Context: an optimization exercise on an open-source flow, tuned for small area, a short achievable clock period and few clock cycles. The choices shown serve that exercise and are no tape-out recipe. Function was checked by simulation only, so behaviour that the tests miss may differ from the original. Power and IR drop assume default switching activity.

==> run M <==
==> flow/design.v (excerpt) <==
module conv2d_top
(
    input  logic        i_clk,
    input  logic        i_rst,
    input  logic [9:0]  i_pix,      
    input  logic [9:0]  i_wgt,      
    output logic [26:0] o_out,      
    output logic        o_busy
);
Settings: LEC_CHECK=0, CAP_MARGIN=20, CORE_MARGIN=2, CORE_UTILIZATION=40, SLEW_MARGIN=20, SYNTH_HIERARCHICAL=1, SYNTH_MINIMUM_KEEP_SIZE=0; clock period 8.0 ns.
run.sh (not shown) runs the stock make flow with config.mk's settings and CLKGATE_MAP_FILE= SYNTH_SCRIPT=/design/flow/synth_recipe.tcl, a recipe that flattens the netlist after the stock synthesis.
==> run Y (differences from run M) <==
CTS_CLUSTER_DIAMETER = 90   (was default)
CTS_CLUSTER_SIZE = 26   (was default)
==> run B (differences from run M) <==
CORE_UTILIZATION = 60   (was 40)
CTS_CLUSTER_DIAMETER = 90   (was default)
CTS_CLUSTER_SIZE = 26   (was default)
PLACE_DENSITY = 0.7   (was default)
SETUP_SLACK_MARGIN = 4.85   (was default)
==> flow_summary.yaml <==
power_and_ir_drop:
  p_switching_uw: 2980
  p_seq_uw: 3110
  power_density_nw_per_um2: 266
  p_seq_share_pct: 38.8
  p_comb_share_pct: 41.7
  internal-power_uw: 5040
  ir_drop_uv: 195
grt:
  grt_usage_pct: 21.8
  grtUsageMet1_pct: 29.7
  grt_pass1_vias: 17800
layout:
  area_growth_pct: 8.11
  buffers: 56
  clkCellAreaFrac_pct: 3.10
worst_setup_path:
  timing.rr.start: "keep[6]"
  worst_r2r_endpoint: "u_engine.q4_s1474"
cts:
  cts_resized: 0
  clkLatencyLatePin_ns: 0.61
status:
  status: "timing/DRC/antenna clean"
# the run above: run Y

==> flow_summary.yaml <==
worst_setup_path:
  timing.rr.start: "keep[6]"
grt:
  grt_usage_pct: 22.2
  grt_pass1_vias: 18100
power_and_ir_drop:
  power_density_nw_per_um2: 285
  p_switching_uw: 3090
  internal-power_uw: 5690
  ir_drop_uv: 205
  p_seq_share_pct: 35.5
layout:
  area_growth_pct: 10.8
  clkCellAreaFrac_pct: 5.45
status:
  status: "timing/DRC/antenna clean"
cts:
  cts_resized: 0
# the run above: run M

==> flow_summary.yaml <==
status:
  status: "timing/DRC/antenna clean"
sta:
  worst_pin_slew_ns: 1.12
worst_setup_path:
  timing.rr.start: "u_ram.slot[9][5]"
  worst_r2r_endpoint: "u_engine.q4_s1468"
power_and_ir_drop:
  internal-power_uw: 4870
  ir_drop_uv: 359
  p_seq_share_pct: 39.8
  power_density_nw_per_um2: 258
  p_comb_share_pct: 43.4
  power-top-group: "combinational cells"
  p_seq_uw: 3080
grt:
  grt_pass1_vias: 17700
drt:
  drt-total-wl_mm: 75.1
layout:
  area_growth_pct: 7.75
  register_area_um2: 11100
  clkCellAreaFrac_pct: 2.22
  buffers: 114
logic_synthesis:
  synth_commonest_cells: "fa_1, and3_1, edfxtp_1"
cts:
  clkLatencyLatePin_ns: 0.59
# the run above: run B

Testbench counts of run M, summed over its fixed seeds: cycles 4,704.
Testbench counts of run Y, summed over its fixed seeds: cycles 4,704.
Testbench counts of run B, summed over its fixed seeds: cycles 4,704.

---

==> 06-17: inputs <==
Starting RTL as in the previous note.
clock: 8.0 ns
lec_check: 0
cap_margin: 20
core_margin: 2
core_utilization: 40
cts_cluster_diameter: 90
cts_cluster_size: 26
setup_slack_margin: 5
slew_margin: 20
synth_hierarchical: 1
synth_minimum_keep_size: 0
==> 02-05 (differences from 06-17) <==
Settings changed: CTS_CLUSTER_DIAMETER 90 to 100, CTS_CLUSTER_SIZE 26 to 22, SETUP_SLACK_MARGIN 5 to unset.
==> qor summary <==
	02-05	06-17
Global-route wire length before repair	114 mm	117 mm
Largest net degree at the start of global routing	71	73
Power attributed to the clock group	1.39 mW	1.47 mW
Final wirelength	76.4 mm	83.0 mm
Result of the run	finished clean	finished clean
Worst reg2reg endpoint	u_engine.q4_s1402$_DFF_P_	u_engine.q4_s1414$_DFF_P_
Portion of total power attributed to sequential cells	0.397	0.379
Total sequential power	3.11 mW	3.04 mW
Area of the multi-input gates	16,200 µm²	16,500 µm²
Uppermost layer routed	met4	met5
Worst slack at placement	4.41 ns	4.38 ns
Number of clock-tree buffers in the layout	37	34
Clock-cell share of area	0.0249	0.0253
Critical path destination	u_engine.q4_s1402$_DFF_P_	u_engine.q4_s1414$_DFF_P_
Post-CTS setup-driven buffer insertion count	0	171
Internal power component	4.95 mW	5.03 mW
Non-clock buffer instance count of the final layout	56	294
Start of the worst register-to-register path	keep[7]$_DFF_P_	u_loader.ker_q[60]$_DFFE_PP_
Testbench counts of 06-17, summed over its fixed seeds: cycles 4,704.
Testbench counts of 02-05, summed over its fixed seeds: cycles 4,704.

-- afterwards: timing with drivers on the ports --
Ports are ideal in the flow. The routed layouts listed here were re-timed in OpenROAD.
Step 1 assumes that a clkbuf_16 drives the clock port and a buf_2 every other input.
Step 2 moves the port delays by t, midway between the first and last clock arrival at a register: inputs arrive t later, outputs are due t later. That takes back most of the time a late clock gives input paths.
a / b / c = ideal / step 1 / step 2; a / b = the first two.
run	t, ns	setup WS [ns]	latest minus earliest clock arrival (ns)
run M	0.653	4.732 / 4.732 / 4.412	0.033 / 0.033
run Y	0.667	4.725 / 4.725 / 4.427	0.023 / 0.023
run B	0.633	4.850 / 4.833 / 4.585	0.025 / 0.025
06-17	0.641	4.921 / 4.921 / 4.921	0.035 / 0.035
02-05	0.649	4.696 / 4.696 / 4.436	0.039 / 0.039
After both steps setup and hold are still met in every run listed. The setup slack of run M, which loses most, moves by 0.000 ns with the drivers and by -0.320 ns with both steps.
